Source: an optimization exercise on an open RTL-to-GDS flow (aim: small area, a short achievable clock period and few clock cycles). Production flows keep margins and buffers that such runs may drop.
Only simulation tests tie the RTL to the original design; equivalence was not proved.

### flow/flow/run.sh
#!/bin/bash
# The standard layout (standard.sh: ORFS from synthesis to the final
# layout), with timing repair aiming for a setup slack well above zero so
# that the layout reaches a shorter period than the 13 ns it is signed off at.
bash standard.sh SETUP_SLACK_MARGIN=9.3 finish > standard.log 2>&1
### flow/standard.sh
#!/bin/bash
# synth_recipe.tcl (not shown) runs the flow's synth.tcl, then flattens the netlist and writes it again
# the make line also repeats each setting of config.mk as NAME=value (left out here)
make -C /OpenROAD-flow-scripts/flow DESIGN_CONFIG=/design/flow/config.mk WORK_HOME=/design/flow/orfs CLKGATE_MAP_FILE= SYNTH_SCRIPT=/design/flow/synth_recipe.tcl "${@:-finish}"
### flow/config.mk
export PLATFORM = sky130hd
export DESIGN_NAME = idct_top
export DESIGN_NICKNAME = idct_top
export VERILOG_FILES = /design/flow/design.v
export SDC_FILE = /design/flow/constraint.sdc
export NUM_CORES = 4
export LEC_CHECK = 0
export CAP_MARGIN = 20
export CORE_MARGIN = 2
export CORE_UTILIZATION = 65
export CTS_CLUSTER_DIAMETER = 100
export CTS_CLUSTER_SIZE = 24
export SETUP_SLACK_MARGIN = 5
export SLEW_MARGIN = 20
### flow/constraint.sdc
create_clock -name core_clock -period 13.0 [get_ports {clock}]
set_input_delay 2.6000 -clock core_clock [delete_from_list [all_inputs] [get_ports {clock}]]
set_output_delay 2.6000 -clock core_clock [all_outputs]
set_load 0.01 [all_outputs]
### flow/design.v
`default_nettype none
package sram_pkg;
	typedef logic [17:0] sram_addr_t;
	typedef logic [15:0] sram_data_t;
	typedef logic [4:0]  buf_addr_t;    
	typedef logic [31:0] buf_word_t;    
endpackage
`default_nettype wire
`default_nettype none
package idct_pkg;
	typedef logic signed [15:0] sample_t;     
	typedef logic signed [15:0] coeff_t;      
	typedef logic signed [31:0] product_t;
	typedef logic signed [31:0] acc_t;        
	typedef logic [5:0]         coeff_idx_t;  
endpackage
`default_nettype wire
`timescale 1ns/1ps
`default_nettype none
module idct_top (
	input  logic                 clock,
	input  logic                 resetn,
	input  logic                 start_i,
	input  logic [4:0]           block_row_i,
	input  logic [5:0]           block_col_i,
	input  sram_pkg::sram_data_t sram_read_data_i,
	output sram_pkg::sram_addr_t sram_address_o,
	output sram_pkg::sram_data_t sram_write_data_o,
	output logic                 sram_we_n_o,
	output logic                 done_o
);
	logic        busy;
	logic [7:0]  slot;
	logic [7:0]  ns;       
	logic        go;       
	logic [14:0] lp;       
	logic [14:0] base;
	assign go = start_i && !busy;
	assign ns = busy ? slot + 8'd1 : 8'd0;
	logic [8:0] line_hi;
	always_comb begin
		case (block_row_i)
			5'd0: line_hi = 9'd150;
			5'd1: line_hi = 9'd155;
			5'd2: line_hi = 9'd160;
			5'd3: line_hi = 9'd165;
			5'd4: line_hi = 9'd170;
			5'd5: line_hi = 9'd175;
			5'd6: line_hi = 9'd180;
			5'd7: line_hi = 9'd185;
			5'd8: line_hi = 9'd190;
			5'd9: line_hi = 9'd195;
			5'd10: line_hi = 9'd200;
			5'd11: line_hi = 9'd205;
			5'd12: line_hi = 9'd210;
			5'd13: line_hi = 9'd215;
			5'd14: line_hi = 9'd220;
			5'd15: line_hi = 9'd225;
			5'd16: line_hi = 9'd230;
			5'd17: line_hi = 9'd235;
			5'd18: line_hi = 9'd240;
			5'd19: line_hi = 9'd245;
			5'd20: line_hi = 9'd250;
			5'd21: line_hi = 9'd255;
			5'd22: line_hi = 9'd260;
			5'd23: line_hi = 9'd265;
			5'd24: line_hi = 9'd270;
			5'd25: line_hi = 9'd275;
			5'd26: line_hi = 9'd280;
			5'd27: line_hi = 9'd285;
			5'd28: line_hi = 9'd290;
			5'd29: line_hi = 9'd295;
			5'd30: line_hi = 9'd300;
			default: line_hi = 9'd305;
		endcase
	end
	assign base = {line_hi, block_col_i};
	logic       ns_rd, ns_wdir, ns_wbuf, ns_wlast;
	logic [2:0] ns_wrow, ns_wj;
	always_comb begin
		ns_rd    = !ns[7] && !ns[3];
		ns_wdir  = !ns[7] && ns[3] && ns[2:0] >= 3'd5;
		ns_wlast = ns[7] && ns[6:0] <= 7'd4;
		ns_wbuf  = !ns[7] && ns[3] && ns[2:0] <= 3'd4 && ns[6:4] != 3'd0;
		ns_wrow  = ns_wdir ? ns[6:4] : ns[6:4] - 3'd1;    
		case ({ns_wdir, ns[2:0]})
			4'b1101: ns_wj = 3'd2;
			4'b1110: ns_wj = 3'd5;
			4'b1111: ns_wj = 3'd3;
			4'b0000: ns_wj = 3'd4;
			4'b0001: ns_wj = 3'd1;
			4'b0010: ns_wj = 3'd6;
			4'b0011: ns_wj = 3'd0;
			default: ns_wj = 3'd7;
		endcase
	end
	function automatic logic [2:0] k_of(input logic [2:0] step);
		case (step)
			3'd0:    k_of = 3'd3;
			3'd1:    k_of = 3'd6;
			3'd2:    k_of = 3'd7;
			3'd3:    k_of = 3'd2;
			3'd4:    k_of = 3'd5;
			3'd5:    k_of = 3'd4;
			3'd6:    k_of = 3'd1;
			default: k_of = 3'd0;
		endcase
	endfunction
	logic [17:0] addr_q;
	logic        we_q;     
	logic        done_q;
	always_ff @(posedge clock or negedge resetn) begin
		if (!resetn) begin
			busy   <= 1'b0;
			slot   <= '0;
			done_q <= 1'b0;
			we_q   <= 1'b0;
		end else begin
			if (go) begin
				busy   <= 1'b1;
				slot   <= '0;
				done_q <= 1'b0;
			end else if (busy) begin
				slot <= ns;
				if (slot == 8'd132) begin
					busy   <= 1'b0;
					done_q <= 1'b1;
				end
			end
			we_q <= (busy || go) && (ns_wdir || ns_wbuf || ns_wlast);
		end
	end
	always_ff @(posedge clock) begin
		if (go)
			lp <= base;
		else if (busy && slot[3:0] == 4'd7)
			lp <= lp + 15'd40;    
		if (go)
			addr_q <= {base, k_of(3'd0)};
		else if (ns_rd)
			addr_q <= {lp, k_of(ns[2:0])};
		else
			addr_q <= {12'd0, ns_wrow, ns_wj};
	end
	assign sram_address_o = addr_q;
	assign sram_we_n_o    = !we_q;
	assign done_o         = done_q;
	logic arrive;
	always_ff @(posedge clock or negedge resetn) begin
		if (!resetn)
			arrive <= 1'b0;
		else
			arrive <= (busy || go) && ns[3:0] >= 4'd2 && ns[3:0] <= 4'd9 && ns <= 8'd129;
	end
	logic [15:0] s_q, sg;
	logic [15:0] sin;
	logic [17:0] t3q;
	logic [18:0] t5q;
	logic [23:0] sx, t3, t5;
	always_ff @(posedge clock)
		s_q <= arrive ? sram_read_data_i : 16'd0;
	assign sg = s_q;
	logic [17:0] t3n;
	logic [18:0] t5n;
	bk_add #(.W(18)) u_t3 (.a_i({{2{sg[15]}}, sg}), .b_i({sg[15], sg, 1'b0}), .c_i(1'b0), .s_o(t3n));
	bk_add #(.W(19)) u_t5 (.a_i({{3{sg[15]}}, sg}), .b_i({sg[15], sg, 2'b00}), .c_i(1'b0), .s_o(t5n));
	always_ff @(posedge clock) begin
		sin <= sg;
		t3q <= t3n;
		t5q <= t5n;
	end
	assign sx = {{8{sin[15]}}, sin};
	assign t3 = {{6{t3q[17]}}, t3q};
	assign t5 = {{5{t5q[18]}}, t5q};
	logic [2:0] ns_step;
	logic       ns_proc;
	assign ns_step = 3'(ns[3:0] - 4'd4);
	assign ns_proc = (busy || go) && ns[3:0] >= 4'd4 && ns[3:0] <= 4'd11 && !ns[7];
	localparam logic [31:0] FLIP = {8'h00, 8'h88, 8'hFC, 8'h20};   
	logic [1:0] lsel;      
	logic       first;
	logic [3:0] flip;
	logic       cv_sub;    
	logic       bshift;    
	always_ff @(posedge clock) begin
		case (ns_step)
			3'd1, 3'd3: lsel <= 2'b01;    
			3'd5, 3'd7: lsel <= 2'b10;    
			default:    lsel <= 2'b00;    
		endcase
		first <= ns_proc && ns_step[2:1] == 2'd0;
		for (int x = 0; x < 4; x++)
			flip[x] <= ns_proc && FLIP[8*x + ns_step];
		cv_sub <= ns[3:0] == 4'd13 || ns[3:0] == 4'd15 || ns[3:0] == 4'd1 || ns[3:0] == 4'd3;
		bshift <= !(ns[3:0] >= 4'd4 && ns[3:0] <= 4'd6 || ns[3:0] >= 4'd12 && ns[3:0] <= 4'd14);
	end
	logic [23:0] x0, y0, z0, x1, y1, z1, x2, y2, z2, w2, x3, y3, z3;
	logic        m3;
	always_comb begin
		x0 = sx << 11;
		case (lsel)
			2'b00:   begin y0 = ~(t5 << 3); z0 = 24'd0;   end
			2'b01:   begin y0 = ~(t5 << 5); z0 = sx << 2; end
			default: begin y0 = ~(t5 << 7); z0 = t5 << 3; end
		endcase
		case (lsel)
			2'b00:   begin x1 = t3 << 9; y1 = t5 << 5; z1 = t3 << 1; end
			2'b01:   begin x1 = t3 << 8; y1 = t5 << 1; z1 = t5;      end
			default: begin x1 = t3 << 8; y1 = t5 << 7; z1 = t5 << 3; end
		endcase
		case (lsel)
			2'b00:   begin x2 = sx << 10; y2 = t3 << 5; z2 = sx << 4; w2 = sx;    end
			2'b01:   begin x2 = t3 << 8;  y2 = t5 << 1; z2 = t5;      w2 = 24'd0; end
			default: begin x2 = sx << 10; y2 = t3 << 7; z2 = t5 << 3; w2 = 24'd0; end
		endcase
		case (lsel)
			2'b00:   begin x3 = t3 << 7;  y3 = t5 << 1; z3 = t5;         m3 = 1'b0; end
			2'b01:   begin x3 = sx << 11; y3 = sx << 2; z3 = ~(t5 << 5); m3 = 1'b1; end
			default: begin x3 = t3 << 8;  y3 = t5 << 7; z3 = t5 << 3;    m3 = 1'b0; end
		endcase
	end
	logic [23:0] r0, r1, r2, r3;
	logic [23:0] u4, u5, u6, u7, v4, v5, v6, v7;
	logic [23:0] au0, au1, au2, au3, av0, av1, av2, av3;
	ring_csa3 u_c0 (.first_i(first), .f_i(flip[0]), .ka_i(1'b1), .kb_i(flip[0]), .r_i(r0),
		.x_i(x0), .y_i(y0), .z_i(z0), .u_o(au0), .v_o(av0));
	ring_csa3 u_c1 (.first_i(first), .f_i(flip[1]), .ka_i(flip[1]), .kb_i(1'b0), .r_i(r1),
		.x_i(x1), .y_i(y1), .z_i(z1), .u_o(au1), .v_o(av1));
	ring_csa4 u_c2 (.first_i(first), .f_i(flip[2]), .k_i(flip[2]), .r_i(r2),
		.x_i(x2), .y_i(y2), .z_i(z2), .w_i(w2), .u_o(au2), .v_o(av2));
	ring_csa3 u_c3 (.first_i(first), .f_i(1'b0), .ka_i(m3), .kb_i(1'b0), .r_i(r3),
		.x_i(x3), .y_i(y3), .z_i(z3), .u_o(au3), .v_o(av3));
	logic [23:0] rs4, rs5, rs6, rs7;
	bk_add #(.W(24)) u_m4 (.a_i(u4), .b_i(v4), .c_i(1'b0), .s_o(rs4));
	bk_add #(.W(24)) u_m5 (.a_i(u5), .b_i(v5), .c_i(1'b0), .s_o(rs5));
	bk_add #(.W(24)) u_m6 (.a_i(u6), .b_i(v6), .c_i(1'b0), .s_o(rs6));
	bk_add #(.W(24)) u_m7 (.a_i(u7), .b_i(v7), .c_i(1'b0), .s_o(rs7));
	always_ff @(posedge clock) begin
		r0 <= rs6;
		r1 <= rs4;
		r2 <= rs7;
		r3 <= rs5;
		u4 <= au0; v4 <= av0;
		u5 <= au1; v5 <= av1;
		u6 <= au2; v6 <= av2;
		u7 <= au3; v7 <= av3;
	end
	logic [23:0] cb_u, cb_v, cp, cq, cm, cv;
	always_comb begin
		cb_u = cv_sub ? ~u4 : u6;
		cb_v = cv_sub ? ~v4 : v6;
		cp   = r0 ^ cb_u ^ cb_v;
		cm   = (r0 & cb_u) | (r0 & cb_v) | (cb_u & cb_v);
		cq   = {cm[22:0], cv_sub};
		cv   = cp + cq + {23'd0, cv_sub};
	end
	logic [15:0] bq0, bq1, bq2, bq3, bq4;
	always_ff @(posedge clock) begin
		if (bshift) begin
			bq0 <= bq1; bq1 <= bq2; bq2 <= bq3; bq3 <= bq4;
			bq4 <= cv[23:8];
		end
	end
	logic [15:0] wd_q;
	always_ff @(posedge clock)
		wd_q <= (ns_wdir || ns[7]) ? cv[23:8] : bq0;
	assign sram_write_data_o = wd_q;
endmodule
module bk_add #(
	parameter int W = 16
) (
	input  logic [W-1:0] a_i,
	input  logic [W-1:0] b_i,
	input  logic         c_i,
	output logic [W-1:0] s_o
);
	logic [W-1:0] p0, gg, pp;
	always_comb begin
		p0    = a_i ^ b_i;
		gg    = a_i & b_i;
		gg[0] = gg[0] | (p0[0] & c_i);
		pp    = p0;
		for (int d = 1; d < W; d = d * 2)
			for (int i = 2 * d - 1; i < W; i += 2 * d) begin
				gg[i] = gg[i] | (pp[i] & gg[i-d]);
				pp[i] = pp[i] & pp[i-d];
			end
		for (int d = 16; d >= 1; d = d / 2)
			for (int i = 3 * d - 1; i < W; i += 2 * d) begin
				gg[i] = gg[i] | (pp[i] & gg[i-d]);
				pp[i] = pp[i] & pp[i-d];
			end
		s_o[0] = p0[0] ^ c_i;
		for (int i = 1; i < W; i++)
			s_o[i] = p0[i] ^ gg[i-1];
	end
endmodule
module ring_csa3 (
	input  logic        first_i,
	input  logic        f_i,
	input  logic        ka_i,
	input  logic        kb_i,
	input  logic [23:0] r_i,
	input  logic [23:0] x_i,
	input  logic [23:0] y_i,
	input  logic [23:0] z_i,
	output logic [23:0] u_o,
	output logic [23:0] v_o
);
	logic [23:0] rr, s1, c1, m1, m2;
	assign rr  = (first_i ? 24'd0 : r_i) ^ {24{f_i}};
	assign s1  = rr ^ x_i ^ y_i;
	assign m1  = (rr & x_i) | (rr & y_i) | (x_i & y_i);
	assign c1  = {m1[22:0], ka_i};
	assign u_o = s1 ^ c1 ^ z_i;
	assign m2  = (s1 & c1) | (s1 & z_i) | (c1 & z_i);
	assign v_o = {m2[22:0], kb_i};
endmodule
module ring_csa4 (
	input  logic        first_i,
	input  logic        f_i,
	input  logic        k_i,
	input  logic [23:0] r_i,
	input  logic [23:0] x_i,
	input  logic [23:0] y_i,
	input  logic [23:0] z_i,
	input  logic [23:0] w_i,
	output logic [23:0] u_o,
	output logic [23:0] v_o
);
	logic [23:0] u3, v3, m3;
	ring_csa3 u_c (.first_i(first_i), .f_i(f_i), .ka_i(k_i), .kb_i(1'b0), .r_i(r_i),
		.x_i(x_i), .y_i(y_i), .z_i(z_i), .u_o(u3), .v_o(v3));
	assign u_o = u3 ^ v3 ^ w_i;
	assign m3  = (u3 & v3) | (u3 & w_i) | (v3 & w_i);
	assign v_o = {m3[22:0], 1'b0};
endmodule
`default_nettype wire
==> notes.md, run 1 <==
DPL Wire Length - 50.4 mm
Core ar. - 0.0418 mm^2
CP arrival - 1.12 ns
Compound-Gate Fraction of Synth Area - 0.0917
GRT met2 Usage - 0.534
YS warnings - 4
area share of fa/ha/maj cells after synthesis - 0.265
status - timing/DRC/antenna clean
initial antenna violation count - 0
post-synthesis net count - 3,031
f_max - 0.269 GHz
GPL Wtd Cong - 0.951
crit path capture type - output pin
storage element area - 0.0110 mm^2
Synth area leaders - dfxtp_1 (29%), fa_1 (18%), edfxtp_1 (10%), ha_1 (8.5%), xnor2_1 (4.2%)
Req. time, crit path - 10.40 ns
Layout fillers - 3,180
met1 Resource Use GR - 0.398
Area Overhead vs Synth - 6.96%
Max Root-Sink Buffers - 3
GRT busiest layer - met2
total CTS buffers - 25
TritonCTS clock tree - yes
first-pass GRT wire length - 103 mm
Final period util - 0.286
Worst-path clk slew - 0.09 ns
endpoints failing hold - 0
Worst slew margin - 0.334
IO Pins - 66
die width - 209 um
drt total wl - 65.6 mm
Worst-Margin Slew - 0.998 ns
die height - 209 um
top-count cell post-synth - dfxtp_1
met3 Use GR - 0.0293
DR DRC count - 0
Yosys cell types - 73
CTS Sinks - 498
vias in the first global route - 18,892
CTS Root Cell - clkbuf_16
Finished Layout Cells - 3,152
Initial Utilization - 0.655
flops & latches, synth - 498
post-route ant nets - 0
hold crit path type - flop to flop
Pre-Repair DR Iteration Count - 7
largest family of logic cells by synthesized area - adder cells
mux share of post-synthesis cell area - 0.0215
setup TNS - 0 ns
vias - 18,007
Synth Area in XOR/XNOR - 0.0589
area leader, netlist - dfxtp_1
Avg Cell Area, Syn - 10.6 um^2
Iteration-0 DRC Markers - 1,368
Mapped Cells - 2,569
Remaining Overflow, GRT - 0
Yosys top cell area share - 0.286
Min Hold Slack - 0.334 ns
sequential area share after synthesis - 0.401
RSZ-0062 raised after global routing - yes
Post-Synthesis Cell Area - 0.0274 mm^2
Post-CTS Hold Buffers - 0
Multi-input gate area - 0.0150 mm^2
Clock Skew - 0.0222 ns
Post-Route Utilization - 0.701
placed cell count - 3,101
Main synth FF type - dfxtp_1
critical path class - flop to output pin
Via-to-Cell Ratio - 5.71
average wire per standard cell - 20.8 um
Die ar. - 0.0437 mm^2
Max Slew Vio Count - 0
flop2flop setup slack - 9.40 ns
share of flip-flops with an asynchronous set or reset - 0.0241
clock latency on the worst-skew pair - 0.59 ns
endpoints failing setup - 0
EDFF count, synth - 95
H-tree Lvls - 1
Synth top cells by count - dfxtp_1 (391), inv_1 (295), fa_1 (247)
row cnt - 75
Crit Path Max Fanout - 1
Max Cap Viol - 0
final worst path period need - 3.72 ns
Global Route Usage Sum - 0.308
nature of the critical path startpoint - flop
Port Buffers - 65
NumNets Final - 3,064
Post-Synth Simple-Gate Area - 0.108
largest net degree at the start of global routing - 81
layout cells sized above 1 - 0.0651
-- cell type report --
class	instances	share of cell area
Multi-Input combinational cell	1689	0.512
Timing Repair Buffer	90	0.0252
Clock buffer	33	0.0227
Timing Repair inverter	1	0.000257
Clock inverter	4	0.00154
Inverter	297	0.0384
Tap cell	539	0.0230
Sequential cell	498	0.376
Antenna cell	1	0.0000855
-- metrics by stage --
step	cell area, um^2	setup WS (ns)
3_5_place_dp	28500	7.92
5_1_grt	29300	9.22
3_3_place_gp	28500	8.01
4_1_cts	29100	9.24
6_report	29300	9.28
2_1_floorplan	27400	9.29
-- metal layers --
layer,part of all wire,vias up
met2,0.50,514
met4,0.045,0
li1,-,8383
met3,0.048,149
met1,0.41,8961
met5,0,-
-- sequential cells by signal (all words and copies together) (netlist names), 18 cells and up --
register / cells
u7: 24
t5q: 18
v5: 23
u5: 24
r3: 24
v4: 24
r0: 24
u4: 24
addr_q: 18
v6: 23
r2: 24
r1: 24
u6: 24
v7: 23
-- kinds of logic after synthesis --
logic type,Yosys count
fa+ha+maj,432
mux,55
flops,498
buf+inv,382
simple gates,612
compound gates,406
xor+xnor,184
-- what timing repair did --
item	CTS	global route
cloned	1	2
pin swaps	0	1
setup endpoints to repair	90	39
gates resized for setup	171	17
buffers inserted	5	5
-- cells in the final DEF (no fill, tap or decap), types with 12 or more instances in the layout --
| cell type | instances |
|---|---|
| buf_2 | 33 |
| xnor2_1 | 131 |
| nor2_1 | 118 |
| edfxtp_1 | 95 |
| xor2_1 | 53 |
| inv_1 | 292 |
| nand2_1 | 212 |
| ha_1 | 185 |
| dfrtp_1 | 12 |
| o21ai_0 | 146 |
| o21a_1 | 13 |
| clkbuf_16 | 27 |
| a21oi_1 | 108 |
| nor3_1 | 21 |
| dfxtp_2 | 13 |
| nor2b_1 | 58 |
| mux2i_1 | 37 |
| buf_4 | 20 |
| and2_1 | 34 |
| fa_1 | 247 |
| mux2_2 | 16 |
| a21o_1 | 39 |
| nand2b_1 | 112 |
| dfxtp_1 | 374 |
| clkdlybuf4s50_1 | 26 |
| nand3_1 | 21 |
-- worst paths after layout --
path,cells after the start,endpoint,from
setup / recovery,2,sram_we_n_o,we_q
hold / removal,0,r3[0],u5[0]
setup reg to reg,11,r3[23],u5[7]
hold reg to reg,0,r3[0],u5[0]
max in group asynchronous,1,slot[3],resetn
min in group asynchronous,1,done_q,resetn
-- worst max-delay path, cell delays in order, from the launching register on --
cell,delay [ns]
dfrtp_1,0.37
inv_1,0.05
buf_2,0.12
Testbench counts, summed over its fixed seeds: cycles 34,304.
==> run 2: changes to the inputs <==
--- a/flow/design.v
+++ b/flow/design.v
@@ -196,9 +196,8 @@
 	end
 	logic [23:0] x0, y0, z0, x1, y1, z1, x2, y2, z2, w2, x3, y3, z3;
-	logic        m3;
 	always_comb begin
 		x0 = sx << 11;
 		case (lsel)
-			2'b00:   begin y0 = ~(t5 << 3); z0 = 24'd0;   end
+			2'b00:   begin y0 = ~(t5 << 4); z0 = t5 << 3; end
 			2'b01:   begin y0 = ~(t5 << 5); z0 = sx << 2; end
 			default: begin y0 = ~(t5 << 7); z0 = t5 << 3; end
@@ -215,7 +214,7 @@
 		endcase
 		case (lsel)
-			2'b00:   begin x3 = t3 << 7;  y3 = t5 << 1; z3 = t5;         m3 = 1'b0; end
-			2'b01:   begin x3 = sx << 11; y3 = sx << 2; z3 = ~(t5 << 5); m3 = 1'b1; end
-			default: begin x3 = t3 << 8;  y3 = t5 << 7; z3 = t5 << 3;    m3 = 1'b0; end
+			2'b00:   begin x3 = t3 << 7;  y3 = sx << 4; z3 = ~sx;        end
+			2'b01:   begin x3 = sx << 11; y3 = sx << 2; z3 = ~(t5 << 5); end
+			default: begin x3 = sx << 11; y3 = t5 << 3; z3 = ~(t5 << 7); end
 		endcase
 	end
@@ -229,5 +228,5 @@
 	ring_csa4 u_c2 (.first_i(first), .f_i(flip[2]), .k_i(flip[2]), .r_i(r2),
 		.x_i(x2), .y_i(y2), .z_i(z2), .w_i(w2), .u_o(au2), .v_o(av2));
-	ring_csa3 u_c3 (.first_i(first), .f_i(1'b0), .ka_i(m3), .kb_i(1'b0), .r_i(r3),
+	ring_csa3 u_c3 (.first_i(first), .f_i(1'b0), .ka_i(1'b1), .kb_i(1'b0), .r_i(r3),
 		.x_i(x3), .y_i(y3), .z_i(z3), .u_o(au3), .v_o(av3));
 	logic [23:0] rs4, rs5, rs6, rs7;
==> run 2 against run 1 <==
Cell count fell by 0.32%; die area grew 0.15%; global-route usage fell by 0.87 points; clock skew increased by 0.0036 ns; wire length decreased by 1.6%; critical endpoint is now done_o.
==> notes.md, run 2 <==
status - timing/DRC/antenna clean
initial antenna violation count - 0
flops & latches, synth - 498
Pre-Repair DR Iteration Count - 5
Max stage delay on crit path - 0.42 ns
Initial Utilization - 0.656
Post-Synthesis Cell Area - 0.0274 mm^2
Post-Route Utilization - 0.699
hold crit path type - flop to flop
DR DRC count - 0
crit path capture type - output pin
post-route ant nets - 0
Max Cap Viol - 0
die width - 209 um
largest net degree at the start of global routing - 81
Layout fillers - 3,122
storage element area - 0.0110 mm^2
Req. time, crit path - 10.40 ns
first-pass GRT wire length - 101 mm
critical path class - flop to output pin
endpoints failing hold - 0
share of flip-flops with an asynchronous set or reset - 0.0241
Port Buffers - 65
setup TNS - 0 ns
NumNets Final - 3,053
drt total wl - 64.6 mm
Clock Skew - 0.0258 ns
Core ar. - 0.0418 mm^2
Die ar. - 0.0438 mm^2
Post-Synth Simple-Gate Area - 0.0972
Post-CTS Hold Buffers - 0
Synth Area in XOR/XNOR - 0.0613
fin area - 0.0292 mm^2
Max Root-Sink Buffers - 3
H-tree Lvls - 1
CP max-delay cell - dfrtp_1
vias in the first global route - 18,267
final worst path period need - 3.74 ns
CP arrival - 1.14 ns
Inserted Diodes - 0
IO Pins - 66
Multi-input gate area - 0.0149 mm^2
CTS Root Cell - clkbuf_16
mux share of post-synthesis cell area - 0.0181
Critical Path, Cell by Cell - buf_2
Global Route Usage Sum - 0.299
YS warnings - 4
DPL Wire Length - 50.0 mm
Worst-Margin Slew - 1.09 ns
area share of fa/ha/maj cells after synthesis - 0.264
RSZ-0062 raised after global routing - yes
TritonCTS clock tree - yes
Crit Path Max Fanout - 2
CTS Sinks - 498
CP bufs+invs - 1
commonest non-fill, non-tap cell in the layout - dfxtp_1
vias - 17,856
Compound-Gate Fraction of Synth Area - 0.103
Yosys top cell area share - 0.286
Final period util - 0.288
sequential area share after synthesis - 0.401
Area Overhead vs Synth - 6.51%
Yosys cell types - 78
top-count cell post-synth - dfxtp_1
Worst slew margin - 0.276
Mapped Cells - 2,566
total CTS buffers - 24
post-synthesis net count - 3,026
DP Area - 0.0285 mm^2
Max Slew Vio Count - 0
Worst-path clk slew - 0.09 ns
Via-to-Cell Ratio - 5.68
commonest non-fill, non-tap cells in the layout - dfxtp_1 (375), inv_1 (309), fa_1 (246)
row cnt - 75
nature of the critical path startpoint - flop
Remaining Overflow, GRT - 0
largest family of logic cells by synthesized area - adder cells
Synth top cells by count - dfxtp_1 (391), inv_1 (312), fa_1 (246)
Synth area leaders - dfxtp_1 (29%), fa_1 (18%), edfxtp_1 (10%), ha_1 (8.4%), inv_1 (4.3%)
EDFF count, synth - 95
Avg Cell Area, Syn - 10.7 um^2
average wire per standard cell - 20.6 um
endpoints failing setup - 0
clock latency on the worst-skew pair - 0.59 ns
Main synth FF type - dfxtp_1
f_max - 0.267 GHz
die height - 209 um
CP delay by family, top - flip-flops
layout cells sized above 1 - 0.0569
GPL Wtd Cong - 0.924
area leader, netlist - dfxtp_1
Iteration-0 DRC Markers - 1,547
## run 2: cell count changes in the layout (fill, tap and decap cells not counted), moves of 9 or more
cell	previous run	this run
a21boi_0	5	14
a21o_1	39	70
a21oi_1	108	141
inv_1	292	309
mux2i_1	37	27
nand2_1	212	239
nand2b_1	112	77
nor2_1	118	84
nor2b_1	58	47
nor3_1	21	10
o21ai_0	146	111
## run 2: kinds of logic after synthesis
| family | Yosys count |
|---|---|
| simple gates | 560 |
| flops | 498 |
| compound gates | 446 |
| fa+ha+maj | 430 |
| buf+inv | 398 |
| xor+xnor | 188 |
| mux | 46 |
## run 2: cell type report
| cell class | count | area share |
|---|---|---|
| Multi-Input combinational cell | 1670 | 0.512 |
| Sequential cell | 498 | 0.377 |
| Inverter | 312 | 0.0404 |
| Timing Repair Buffer | 86 | 0.0245 |
| Tap cell | 539 | 0.0231 |
| Clock buffer | 35 | 0.0227 |
| Clock inverter | 1 | 0.000257 |
| Timing Repair inverter | 1 | 0.000257 |
## run 2: timing repair
item,CTS,global route
buffers inserted,5,1
setup endpoints to repair,94,46
cloned,1,2
pin swaps,0,3
resized for setup,169,13
## run 2: worst paths after layout
check                       start      end  slack, ns  cells after the start
setup / recovery           done_q   done_o       9.26                      1
max in group asynchronous  resetn  slot[4]      10.22                      1
setup reg to reg           cv_sub  bq4[10]       9.46                     11
hold / removal              u5[0]    r3[0]       0.34                      0
min in group asynchronous  resetn  slot[5]       2.40                      1
hold reg to reg             u5[0]    r3[0]       0.34                      0
## run 2: layer usage
metal / part of all wire / vias up / global-route usage
met5: 0 / - / 0
met4: 0.022 / 0 / 0.0781
met3: 0.070 / 82 / 0.0462
met2: 0.45 / 575 / 0.459
met1: 0.46 / 8806 / 0.447
li1: - / 8393 / -
## run 2: metrics by stage
stage	std cells	setup slack (ns)	hold slack (ns)
detailed placement	3097	8.09	0.320
floorplan	2566	9.28	0.310
global route	3142	9.19	0.350
finish	3142	9.26	0.339
global placement	3097	8.17	0.311
CTS	3139	9.21	0.341
Testbench counts of run 2, summed over its fixed seeds: cycles 34,304.
==> run 3: changes to the inputs <==
--- a/flow/design.v
+++ b/flow/design.v
@@ -34,6 +34,5 @@
 	logic [7:0]  ns;       
 	logic        go;       
-	logic [14:0] lp;       
-	logic [14:0] base;
+	logic [14:0] base;     
 	assign go = start_i && !busy;
 	assign ns = busy ? slot + 8'd1 : 8'd0;
@@ -132,12 +131,6 @@
 	end
 	always_ff @(posedge clock) begin
-		if (go)
-			lp <= base;
-		else if (busy && slot[3:0] == 4'd7)
-			lp <= lp + 15'd40;    
-		if (go)
-			addr_q <= {base, k_of(3'd0)};
-		else if (ns_rd)
-			addr_q <= {lp, k_of(ns[2:0])};
+		if (ns_rd)
+			addr_q <= {base + {6'd0, ns[6:4], 5'd0} + {8'd0, ns[6:4], 3'd0}, k_of(ns[2:0])};
 		else
 			addr_q <= {12'd0, ns_wrow, ns_wj};
==> run 3 against run 2 <==
Still clean on timing, DRC and antenna; area after synthesis is 2.4% lower; sequential share of layout area is 0.95 points lower; critical path type is now input port to flop.
==> notes.md, run 3 <==
Synth top cells by count - dfxtp_1 (391), inv_1 (297), fa_1 (248)
Avg Cell Area, Syn - 10.7 um^2
vias in the first global route - 18,129
IO Pins - 66
Compound-Gate Fraction of Synth Area - 0.0932
total CTS buffers - 24
Worst slew margin - 0.338
sequential area share after synthesis - 0.394
Yosys cell types - 71
CTS Sinks - 483
area leader, netlist - dfxtp_1
Global Route Usage Sum - 0.308
Clock Skew - 0.0315 ns
average wire per standard cell - 20.6 um
flops & latches, synth - 483
Hold Path Cell Cnt - 0
DP Area - 0.0279 mm^2
Core ar. - 0.0407 mm^2
hold_sp - u7[0]
critical path class - input port to flop
Port Buffers - 65
Crit Reg-Reg Endpoint - addr_q[13]
Final period util - 0.317
Reg-to-Reg Start - slot[0]
Max Slew Vio Count - 0
CTS Root Cell - clkbuf_16
layout cells sized above 1 - 0.0752
Die ar. - 0.0428 mm^2
Inserted Diodes - 0
Synth area leaders - dfxtp_1 (29%), fa_1 (19%), edfxtp_1 (9.0%), ha_1 (8.9%), xnor2_1 (4.5%)
Synth Area in XOR/XNOR - 0.0623
Post-CTS Hold Buffers - 0
final worst path period need - 4.13 ns
initial antenna violation count - 0
RSZ-0062 raised after global routing - yes
NumNets Final - 3,015
nature of the critical path startpoint - input port
Reg2Reg Depth - 15
share of flip-flops with an asynchronous set or reset - 0.0248
Max Root-Sink Buffers - 3
Remaining Overflow, GRT - 0
area share of fa/ha/maj cells after synthesis - 0.275
Post-Synthesis Cell Area - 0.0267 mm^2
f_max - 0.242 GHz
commonest non-fill, non-tap cell in the layout - dfxtp_1
Iteration-0 DRC Markers - 1,094
Crit Path Max Fanout - 2
drt total wl - 63.6 mm
Main synth FF type - dfxtp_1
Req. time, crit path - 13.46 ns
mux share of post-synthesis cell area - 0.0224
status - timing/DRC/antenna clean
setup TNS - 0 ns
flop2flop setup slack - 9.19 ns
Max Cap Viol - 0
Post-Synth Simple-Gate Area - 0.0990
Initial Utilization - 0.656
DPL Wire Length - 49.2 mm
Via-to-Cell Ratio - 5.66
Area Overhead vs Synth - 7.43%
Yosys top cell area share - 0.293
YS warnings - 4
placed cell count - 3,035
endpoints failing hold - 0
post-synthesis net count - 2,976
hold crit path type - flop to flop
crit path capture type - flop
top-count cell post-synth - dfxtp_1
commonest non-fill, non-tap cells in the layout - dfxtp_1 (373), inv_1 (291), fa_1 (247)
H-tree Lvls - 1
vias - 17,459
Worst-path clk slew - 0.09 ns
clock latency on the worst-skew pair - 0.59 ns
die height - 207 um
fin area - 0.0287 mm^2
TritonCTS clock tree - yes
GPL Wtd Cong - 0.941
largest net degree at the start of global routing - 81
endpoints failing setup - 0
Hold Path End - r2[0]
die width - 207 um
CP arrival - 4.58 ns
first-pass GRT wire length - 100 mm
largest family of logic cells by synthesized area - adder cells
DR DRC count - 0
Layout fillers - 3,071
Finished Layout Cells - 3,086
EDFF count, synth - 80
post-route ant nets - 0
Pre-Repair DR Iteration Count - 5
Worst-Margin Slew - 0.993 ns
Mapped Cells - 2,507
row cnt - 74
run 3: cell types whose count changed after synthesis, moves of 9 or more:
cell,change
inv_1,-15
nor2_1,+29
a21oi_1,+11
nand2_1,-20
o21ai_1,+9
o21ai_0,-12
nand3_1,-11
mux2_2,+10
a21o_1,-21
edfxtp_1,-15
o21a_1,-9
run 3: cell type report:
class,count,area (um^2),share of cell area
clock inverters,3,41.3,0.00144
repair buffers,94,752,0.0262
inverters,298,1130,0.0393
well taps,532,666,0.0232
multi-input cells,1645,14900,0.520
flip-flops and latches,483,10600,0.368
clock buffers,31,627,0.0218
run 3: worst max-delay path by stage:
stage	from	to	slack, ns
finish	block_col_i[5]	addr_q[13]	8.87
CTS	block_col_i[5]	addr_q[15]	8.92
detailed placement	block_row_i[1]	addr_q[14]	7.62
floorplan	block_col_i[5]	addr_q[15]	8.59
global route	block_col_i[5]	addr_q[13]	8.84
global placement	block_row_i[1]	addr_q[14]	7.80
run 3: cells by family (layout without fill, tap and decap cells):
group	after synthesis	in the layout
AO/OA/AOI/OAI	405	405
XOR/XNOR	188	188
adder cells (fa/ha/maj)	439	439
buffers and inverters	379	426
flip-flops	483	483
multiplexers	56	56
AND/OR/NAND/NOR	557	557
run 3: layer usage:
layer  vias up  track usage  part of all wire
li1       8168            -                 -
met1      8654        0.392              0.41
met2       500        0.548              0.51
met3       137       0.0322             0.047
met4         0        0.114             0.039
met5         -            0                 0
run 3: metrics by stage:
stage,util,worst slack [ns],hold slack (ns)
2_1_floorplan,-,8.59,0.310
3_3_place_gp,0.685,7.80,0.314
3_5_place_dp,0.685,7.62,0.317
4_1_cts,0.703,8.92,0.336
5_1_grt,0.705,8.84,0.351
6_report,0.705,8.87,0.334
run 3: repair_timing:
item / 4_1_cts / 5_1_grt
pin swaps: 21 / 9
buffers inserted: 14 / 2
gates resized for setup: 205 / 9
cloned: 0 / 1
setup endpoints to repair: 68 / 19
run 3: worst max-delay path: stages:
cell     delay [ns]
buf_8          0.08
inv_8          0.02
fa_1           0.48
inv_2          0.07
fa_2           0.36
a21o_1         0.20
a21oi_2        0.17
nor2b_2        0.07
o21ai_2        0.21
buf_4          0.16
xnor2_2        0.10
nor2_1         0.05
Testbench counts of run 3, summed over its fixed seeds: cycles 34,304.
==> run 4: changes to the inputs <==
--- a/flow/design.v
+++ b/flow/design.v
@@ -34,5 +34,6 @@
 	logic [7:0]  ns;       
 	logic        go;       
-	logic [14:0] base;     
+	logic [14:0] lp;       
+	logic [14:0] base;
 	assign go = start_i && !busy;
 	assign ns = busy ? slot + 8'd1 : 8'd0;
@@ -131,6 +132,12 @@
 	end
 	always_ff @(posedge clock) begin
-		if (ns_rd)
-			addr_q <= {base + {6'd0, ns[6:4], 5'd0} + {8'd0, ns[6:4], 3'd0}, k_of(ns[2:0])};
+		if (go)
+			lp <= base;
+		else if (busy && slot[3:0] == 4'd7)
+			lp <= lp + 15'd40;    
+		if (go)
+			addr_q <= {base, k_of(3'd0)};
+		else if (ns_rd)
+			addr_q <= {lp, k_of(ns[2:0])};
 		else
 			addr_q <= {12'd0, ns_wrow, ns_wj};
@@ -186,5 +193,5 @@
 			flip[x] <= ns_proc && FLIP[8*x + ns_step];
 		cv_sub <= ns[3:0] == 4'd13 || ns[3:0] == 4'd15 || ns[3:0] == 4'd1 || ns[3:0] == 4'd3;
-		bshift <= !(ns[3:0] >= 4'd4 && ns[3:0] <= 4'd6 || ns[3:0] >= 4'd12 && ns[3:0] <= 4'd14);
+		bshift <= ns[3:0] == 4'd15 || ns[3:0] <= 4'd3 || (ns[3:0] >= 4'd8 && ns[3:0] <= 4'd11);
 	end
 	logic [23:0] x0, y0, z0, x1, y1, z1, x2, y2, z2, w2, x3, y3, z3;
@@ -247,14 +254,15 @@
 		cv   = cp + cq + {23'd0, cv_sub};
 	end
-	logic [15:0] bq0, bq1, bq2, bq3, bq4;
+	logic [15:0] bq1, bq2, bq3, bq4, wd_q;
 	always_ff @(posedge clock) begin
 		if (bshift) begin
-			bq0 <= bq1; bq1 <= bq2; bq2 <= bq3; bq3 <= bq4;
+			bq1 <= bq2; bq2 <= bq3; bq3 <= bq4;
 			bq4 <= cv[23:8];
 		end
+		if (ns_wdir || ns[7])
+			wd_q <= cv[23:8];
+		else if (bshift)
+			wd_q <= bq1;
 	end
-	logic [15:0] wd_q;
-	always_ff @(posedge clock)
-		wd_q <= (ns_wdir || ns[7]) ? cv[23:8] : bq0;
 	assign sram_write_data_o = wd_q;
 endmodule
--- a/flow/config.mk
+++ b/flow/config.mk
@@ -8,5 +8,5 @@
 export CAP_MARGIN = 20
 export CORE_MARGIN = 2
-export CORE_UTILIZATION = 65
+export CORE_UTILIZATION = 70
 export CTS_CLUSTER_DIAMETER = 100
 export CTS_CLUSTER_SIZE = 24
==> run 4 against run 3 <==
Still clean; cell count increased by 0.36%; clock-buffer cell count is 2 higher; utilization is 5.7 points higher; critical path depth decreased by 11; hold slack got worse by 0.0011 ns; wire length up 3.5%; setup slack gained 0.37 ns; largest cell class unchanged.
==> notes.md, run 4 <==
status - timing/DRC/antenna clean
Iteration-0 DRC Markers - 1,334
commonest non-fill, non-tap cell in the layout - dfxtp_1
endpoints failing setup - 0
Worst slew margin - 0.433
die height - 200 um
critical path class - flop to output pin
Global Route Usage Sum - 0.335
Remaining Overflow, GRT - 0
Core ar. - 0.0378 mm^2
setup TNS - 0 ns
GPL Wtd Cong - 0.955
DP Area - 0.0280 mm^2
Via-to-Cell Ratio - 5.89
DR DRC count - 0
Final period util - 0.289
endpoints failing hold - 0
Synth area leaders - dfxtp_1 (28%), fa_1 (18%), edfxtp_1 (11%), ha_1 (8.5%), xnor2_1 (4.3%)
Place WS - 7.96 ns
first-pass GRT wire length - 105 mm
NumNets Final - 3,036
crit path capture type - output pin
Mapped Cells - 2,543
average wire per standard cell - 21.3 um
area leader, netlist - dfxtp_1
largest net degree at the start of global routing - 73
share of flip-flops with an asynchronous set or reset - 0.0249
Pre-Repair DR Iteration Count - 7
Min Hold Slack - 0.333 ns
Max Root-Sink Buffers - 3
vias - 18,232
Post-CTS Hold Buffers - 0
Main synth FF type - dfxtp_1
YS warnings - 4
Worst-Margin Slew - 0.847 ns
nature of the critical path startpoint - flop
Yosys top cell area share - 0.279
Multi-input gate area - 0.0150 mm^2
Clock Skew - 0.0219 ns
vias in the first global route - 19,203
Finished Layout Cells - 3,097
Critical Path, Cell by Cell - buf_6
Die ar. - 0.0401 mm^2
Crit Path Max Fanout - 1
CP max-delay cell - edfxtp_1
final worst path period need - 3.76 ns
Max Cap Viol - 0
Area Overhead vs Synth - 6.70%
total CTS buffers - 24
CP bufs+invs - 1
H-tree Lvls - 1
storage element area - 0.0107 mm^2
Initial Utilization - 0.714
Synth top cells by count - dfxtp_1 (375), inv_1 (283), fa_1 (246)
post-route ant nets - 0
top-count cell post-synth - dfxtp_1
Post-Route Utilization - 0.762
Worst-path clk slew - 0.09 ns
Layout fillers - 2,568
CP delay by family, top - flip-flops
CTS Root Cell - clkbuf_16
post-synthesis net count - 3,003
EDFF count, synth - 95
IO Pins - 66
Post-Synthesis Cell Area - 0.0269 mm^2
Avg Cell Area, Syn - 10.6 um^2
layout cells sized above 1 - 0.0580
row cnt - 71
sequential area share after synthesis - 0.396
clock latency on the worst-skew pair - 0.59 ns
f_max - 0.266 GHz
CTS Sinks - 482
Yosys cell types - 74
drt total wl - 65.9 mm
TritonCTS clock tree - yes
flops & latches, synth - 482
Req. time, crit path - 10.40 ns
Max Slew Vio Count - 0
commonest non-fill, non-tap cells in the layout - dfxtp_1 (358), inv_1 (280), fa_1 (246)
Worst Slack Setup Final - 9.24 ns
placed cell count - 3,051
Port Buffers - 65
initial antenna violation count - 0
CP arrival - 1.16 ns
Inserted Diodes - 0
RSZ-0062 raised after global routing - yes
Max stage delay on crit path - 0.43 ns
hold crit path type - flop to flop
DPL Wire Length - 50.5 mm
die width - 200 um
fin area - 0.0288 mm^2
[run 4: cell type report]
class	instances	area share
well taps	511	0.0222
clock buffers	33	0.0221
flip-flops and latches	482	0.372
multi-input cells	1697	0.521
inverters	285	0.0376
clock inverters	3	0.00152
repair buffers	85	0.0242
repair inverters	1	0.000261
[run 4: what timing repair did]
| action | in CTS | in global routing |
|---|---|---|
| cloned | 3 | 1 |
| pin swaps | 1 | 1 |
| buffers inserted | 4 | 2 |
| gates resized for setup | 170 | 16 |
| hold endpoints to repair | 0 | 0 |
| endpoints found under the setup margin | 150 | 50 |
[run 4: logic make-up after synthesis]
kind of cell    share of synthesized area
simple gates                        0.110
flops                               0.396
fa+ha+maj                           0.268
compound gates                     0.0967
buf+inv                            0.0521
xor+xnor                           0.0604
mux                                0.0169
[run 4: metal layers]
layer	vias up	share of wire	GRT usage
met2	630	0.50	0.588
met5	-	0	0
met1	9059	0.39	0.420
met3	188	0.056	0.0381
met4	0	0.050	0.151
li1	8355	-	-
[run 4: final timing paths]
| path | startpoint | endpoint | slack, ns | depth (start not counted) |
|---|---|---|---|---|
| hold / removal | u5[0] | r3[0] | 0.33 | 0 |
| setup / recovery | wd_q[8] | sram_write_data_o[8] | 9.24 | 1 |
| max in group asynchronous | resetn | slot[0] | 10.24 | 1 |
| min in group asynchronous | resetn | busy | 2.37 | 1 |
| setup reg to reg | cv_sub | wd_q[15] | 9.41 | 12 |
| hold reg to reg | u5[0] | r3[0] | 0.33 | 0 |
Testbench counts of run 4, summed over its fixed seeds: cycles 34,304.
==> run 5: changes to the inputs <==
--- a/flow/config.mk
+++ b/flow/config.mk
@@ -8,5 +8,5 @@
 export CAP_MARGIN = 20
 export CORE_MARGIN = 2
-export CORE_UTILIZATION = 70
+export CORE_UTILIZATION = 65
 export CTS_CLUSTER_DIAMETER = 100
 export CTS_CLUSTER_SIZE = 24
==> run 5 against run 4 <==
Critical path depth stayed put; highest routed layer unchanged; critical endpoint is now sram_write_data_o[5]; fmax is 0.90% higher; non-clock buffer count grew 1; register-to-register slack better by 0.03 ns; still clean on timing, DRC and antenna; area after synthesis unchanged; clock skew up 0.0038 ns; largest cell class unchanged; cell area is essentially flat; clock-buffer cell count did not move.
==> notes.md, run 5 <==
Die ar. - 0.0431 mm^2
Core ar. - 0.0408 mm^2
Synth top cells by count - dfxtp_1 (375), inv_1 (283), fa_1 (246)
Worst-path clk slew - 0.09 ns
Min Hold Slack - 0.334 ns
flops & latches, synth - 482
final worst path period need - 3.73 ns
sequential area share after synthesis - 0.396
Iteration-0 DRC Markers - 1,202
Global Route Usage Sum - 0.305
post-synthesis net count - 3,003
largest net degree at the start of global routing - 72
Reg-to-Reg Start - lsel[0]
DR DRC count - 0
Hold Path End - r3[0]
row cnt - 74
Critical Path, Cell by Cell - buf_2
Worst Slack Setup Final - 9.27 ns
Max Root-Sink Buffers - 3
Hold Path Cell Cnt - 0
share of flip-flops with an asynchronous set or reset - 0.0249
Yosys top cell area share - 0.279
CP delay by family, top - flip-flops
Inserted Diodes - 0
critical path class - flop to output pin
IO Pins - 66
hold_sp - u5[0]
setup TNS - 0 ns
Main synth FF type - dfxtp_1
Yosys cell types - 74
drt total wl - 64.5 mm
crit path capture type - output pin
CP arrival - 1.13 ns
nature of the critical path startpoint - flop
commonest non-fill, non-tap cell in the layout - dfxtp_1
Crit Reg-Reg Endpoint - u6[8]
Req. time, crit path - 10.40 ns
Worst-Margin Slew - 0.849 ns
Crit Path Max Fanout - 1
Final period util - 0.287
YS warnings - 4
endpoints failing setup - 0
average wire per standard cell - 20.7 um
die width - 208 um
Mapped Cells - 2,543
Place WS - 8.00 ns
Clock Skew - 0.0257 ns
endpoints failing hold - 0
die height - 208 um
status - timing/DRC/antenna clean
vias in the first global route - 18,536
Area Overhead vs Synth - 6.73%
CP max-delay cell - edfxtp_1
hold crit path type - flop to flop
area leader, netlist - dfxtp_1
Via-to-Cell Ratio - 5.70
flop2flop setup slack - 9.44 ns
CTS Sinks - 482
Max Cap Viol - 0
Port Buffers - 65
vias - 17,769
total CTS buffers - 24
first-pass GRT wire length - 102 mm
CP Depth - 1
commonest non-fill, non-tap cells in the layout - dfxtp_1 (359), inv_1 (280), fa_1 (246)
CTS Root Cell - clkbuf_16
top-count cell post-synth - dfxtp_1
Pre-Repair DR Iteration Count - 5
Max stage delay on crit path - 0.39 ns
Post-Synthesis Cell Area - 0.0269 mm^2
Worst slew margin - 0.432
initial antenna violation count - 0
DPL Wire Length - 49.9 mm
Max Slew Vio Count - 0
GPL Wtd Cong - 0.973
post-route ant nets - 0
H-tree Lvls - 1
Avg Cell Area, Syn - 10.6 um^2
Post-CTS Hold Buffers - 0
clock latency on the worst-skew pair - 0.59 ns
NumNets Final - 3,037
TritonCTS clock tree - yes
Remaining Overflow, GRT - 0
layout cells sized above 1 - 0.0568
Reg2Reg Depth - 8
CP bufs+invs - 1
f_max - 0.268 GHz
EDFF count, synth - 95
Initial Utilization - 0.660
Synth area leaders - dfxtp_1 (28%), fa_1 (18%), edfxtp_1 (11%), ha_1 (8.5%), xnor2_1 (4.3%)
RSZ-0062 raised after global routing - yes
==> run 5: cell counts after synthesis <==
No cell type changed its count.
==> run 5: per-stage QoR <==
| step | cells | utilization | cell area, um^2 |
|---|---|---|---|
| floorplan | 2543 | - | 27000 |
| global placement | 3073 | 0.687 | 28000 |
| detailed placement | 3073 | 0.687 | 28000 |
| CTS | 3113 | 0.701 | 28600 |
| global route | 3118 | 0.704 | 28800 |
| finish | 3118 | 0.704 | 28800 |
==> run 5: kinds of logic after synthesis <==
family | count (synthesis) | synth area share
multiplexers | 43 | 0.0169
AO/OA/AOI/OAI | 424 | 0.0967
XOR/XNOR | 185 | 0.0604
buffers and inverters | 365 | 0.0521
flip-flops | 482 | 0.396
adder cells (fa/ha/maj) | 430 | 0.268
AND/OR/NAND/NOR | 614 | 0.110
==> run 5: final cells by class <==
cell class | instances | area (um^2)
timing repair inverter | 1 | 7.51
inverter | 285 | 1080
tap | 532 | 666
clock inverter | 2 | 32.5
timing repair buffer | 86 | 699
clock buffer | 33 | 656
fill | 3058 | 12100
sequential | 482 | 10700
multi-input combinational | 1697 | 14900
==> run 5: routing by layer <==
metal / vias to the layer above / track usage / share of wire
li1: 8353 / - / -
met1: 8787 / 0.396 / 0.41
met2: 492 / 0.533 / 0.50
met3: 137 / 0.0368 / 0.048
met4: 0 / 0.104 / 0.039
met5: - / 0 / 0
==> run 5: how the worst max path moves through the flow <==
| stage | to | from |
|---|---|---|
| 3_5_place_dp | addr_q[5] | start_i |
| 2_1_floorplan | lp[10] | start_i |
| 4_1_cts | sram_write_data_o[5] | wd_q[5] |
| 3_3_place_gp | addr_q[5] | start_i |
| 6_report | sram_write_data_o[5] | wd_q[5] |
| 5_1_grt | sram_write_data_o[5] | wd_q[5] |
==> run 5: repair_timing <==
action                                  in CTS  in global routing
resized for setup                          168                 14
pin swaps                                    1                  0
endpoints found under the setup margin     149                 81
gates cloned                                 2                  2
buffers inserted                             3                  3
==> run 6: changes to the inputs <==
==> flow/flow/run.sh (replaced) <==
#!/bin/bash
# The standard layout (standard.sh: ORFS from synthesis to the final
# layout), with timing repair aiming for a setup slack well above zero so
# that the layout reaches a shorter period than the 13 ns it is signed off at.
bash standard.sh SETUP_SLACK_MARGIN=9.4 finish > standard.log 2>&1
==> run 6 against run 5 <==
Still clean; clock-buffer cell count is the same; setup slack improved by 0.014 ns; first-iteration DRC count increased by 11%; non-clock buffer count grew 6; area after synthesis did not move; wire length up 1.3%; flip-flop and latch count stayed put; fmax grew 0.38%; sequential share of layout area decreased by 0.47 points; register-to-register slack about the same; critical endpoint is now sram_write_data_o[6]; highest routed layer unchanged.
==> notes.md, run 6 <==
status - timing/DRC/antenna clean
Clock Skew - 0.0228 ns
Crit Path Max Fanout - 1
Reg2Reg Depth - 12
Worst-Margin Slew - 0.995 ns
average wire per standard cell - 20.9 um
crit path capture type - output pin
initial antenna violation count - 0
Via-to-Cell Ratio - 5.72
Die ar. - 0.0431 mm^2
TritonCTS clock tree - yes
DPL Wire Length - 50.0 mm
drt total wl - 65.4 mm
endpoints failing setup - 0
DP Area - 0.0281 mm^2
Remaining Overflow, GRT - 0
Reg-to-Reg Start - cv_sub
die width - 208 um
Req. time, crit path - 10.40 ns
vias in the first global route - 18,791
Post-Synthesis Cell Area - 0.0269 mm^2
top-count cell post-synth - dfxtp_1
area leader, netlist - dfxtp_1
CP Depth - 1
Yosys top cell area share - 0.279
nature of the critical path startpoint - flop
DR DRC count - 0
commonest non-fill, non-tap cell in the layout - dfxtp_1
Core ar. - 0.0408 mm^2
CP delay by family, top - flip-flops
die height - 208 um
Iteration-0 DRC Markers - 1,331
Initial Utilization - 0.660
hold crit path type - flop to flop
YS warnings - 4
row cnt - 74
sequential area share after synthesis - 0.396
Yosys cell types - 74
Layout fillers - 3,090
GPL Wtd Cong - 0.952
Inserted Diodes - 0
Crit Reg-Reg Endpoint - wd_q[15]
Synth top cells by count - dfxtp_1 (375), inv_1 (283), fa_1 (246)
Port Buffers - 65
post-route ant nets - 0
Worst-path clk slew - 0.10 ns
H-tree Lvls - 1
Critical Path, Cell by Cell - buf_2
Post-CTS Hold Buffers - 0
placed cell count - 3,072
layout cells sized above 1 - 0.0717
CP bufs+invs - 1
worst setup path end - sram_write_data_o[6]
CP arrival - 1.11 ns
Mapped Cells - 2,543
CP max-delay cell - edfxtp_1
Max Cap Viol - 0
endpoints failing hold - 0
flops & latches, synth - 482
Multi-input gate area - 0.0151 mm^2
storage element area - 0.0107 mm^2
Pre-Repair DR Iteration Count - 6
Max stage delay on crit path - 0.38 ns
NumNets Final - 3,044
worst setup path start - wd_q[6]
first-pass GRT wire length - 103 mm
Final period util - 0.286
f_max - 0.269 GHz
Global Route Usage Sum - 0.305
post-synthesis net count - 3,003
final worst path period need - 3.71 ns
total CTS buffers - 24
vias - 17,868
CTS Root Cell - clkbuf_16
Main synth FF type - dfxtp_1
Worst slew margin - 0.335
setup TNS - 0 ns
Synth area leaders - dfxtp_1 (28%), fa_1 (18%), edfxtp_1 (11%), ha_1 (8.5%), xnor2_1 (4.3%)
Finished Layout Cells - 3,126
Max Slew Vio Count - 0
share of flip-flops with an asynchronous set or reset - 0.0249
RSZ-0062 raised after global routing - yes
fin area - 0.0291 mm^2
Area Overhead vs Synth - 8.12%
commonest non-fill, non-tap cells in the layout - dfxtp_1 (355), inv_1 (278), fa_1 (246)
largest net degree at the start of global routing - 79
EDFF count, synth - 95
flop2flop setup slack - 9.44 ns
IO Pins - 66
critical path class - flop to output pin
clock latency on the worst-skew pair - 0.58 ns
Avg Cell Area, Syn - 10.6 um^2
Max Root-Sink Buffers - 3
CTS Sinks - 482
## run 6: repair_timing
item | CTS | global route
cloned | 5 | 2
buffers inserted | 3 | 8
pin swaps | 2 | 6
endpoints found under the setup margin | 162 | 75
gates resized for setup | 188 | 48
## run 6: worst min path at each step
stage,startpoint,to,slack (ns),cells after the start
floorplan,u7[0],r2[0],0.31,0
global placement,u5[0],r3[0],0.31,0
detailed placement,u7[0],r2[0],0.32,0
CTS,u5[0],r3[0],0.34,0
global route,u5[0],r3[0],0.35,0
finish,u5[0],r3[0],0.34,0
## run 6: final cells by class
| class | instances | area share |
|---|---|---|
| well taps | 532 | 0.0228 |
| clock inverters | 3 | 0.00103 |
| repair buffers | 92 | 0.0302 |
| flip-flops and latches | 482 | 0.367 |
| multi-input cells | 1698 | 0.519 |
| clock buffers | 33 | 0.0225 |
| inverters | 285 | 0.0371 |
| repair inverters | 1 | 0.000258 |
## run 6: layer usage
layer / up-vias / routed length (um) / global-route usage
met5: - / 0 / 0
met4: 0 / 2380 / 0.108
met3: 122 / 3150 / 0.0310
met1: 8908 / 26500 / 0.393
met2: 489 / 33300 / 0.539
li1: 8349 / - / -
## run 6: cells by family after synthesis
family,synth area share
simple gates,0.110
flops,0.396
xor+xnor,0.0604
mux,0.0169
buf+inv,0.0521
fa+ha+maj,0.268
compound gates,0.0967
## run 6: metrics by stage
stage          hold slack [ns]  utilization  worst slack [ns]
2_1_floorplan            0.310            -              9.32
3_3_place_gp             0.313        0.687              7.99
3_5_place_dp             0.320        0.687              7.93
4_1_cts                  0.343        0.705              9.25
5_1_grt                  0.351        0.714              9.23
6_report                 0.341        0.714              9.29

## re-timing with driven ports
No port has a modelled driver above. Below, the same layouts with a new extraction and two added sets of constraints. Step 1, drivers: a clkbuf_16 drives clock and a buf_2 each remaining input, both assumed. Step 2 moves the port delays by t, midway between the first and last clock arrival at a register: inputs arrive t later, outputs are due t later. That takes back most of the time a late clock gives input paths. Slacks: ideal / step 1 / step 2; pairs: ideal / step 1.
run | shift t [ns] | setup slack, ns | worst slew at a driven data input, ns
run 1 | 0.643 | 9.284 / 9.223 / 8.787 | 0.04
run 2 | 0.632 | 9.256 / 9.198 / 8.787 | 0.05
run 3 | 0.629 | 8.874 / 8.877 / 8.248 | 0.05
run 4 | 0.637 | 9.241 / 9.184 / 8.757 | 0.04
run 5 | 0.629 | 9.274 / 9.217 / 8.826 | 0.03
run 6 | 0.627 | 9.288 / 9.227 / 8.867 | 0.04
After both steps every run listed still meets setup and hold. The setup slack of run 3, which loses most, moves by +0.003 ns with the drivers and by -0.626 ns with both steps.
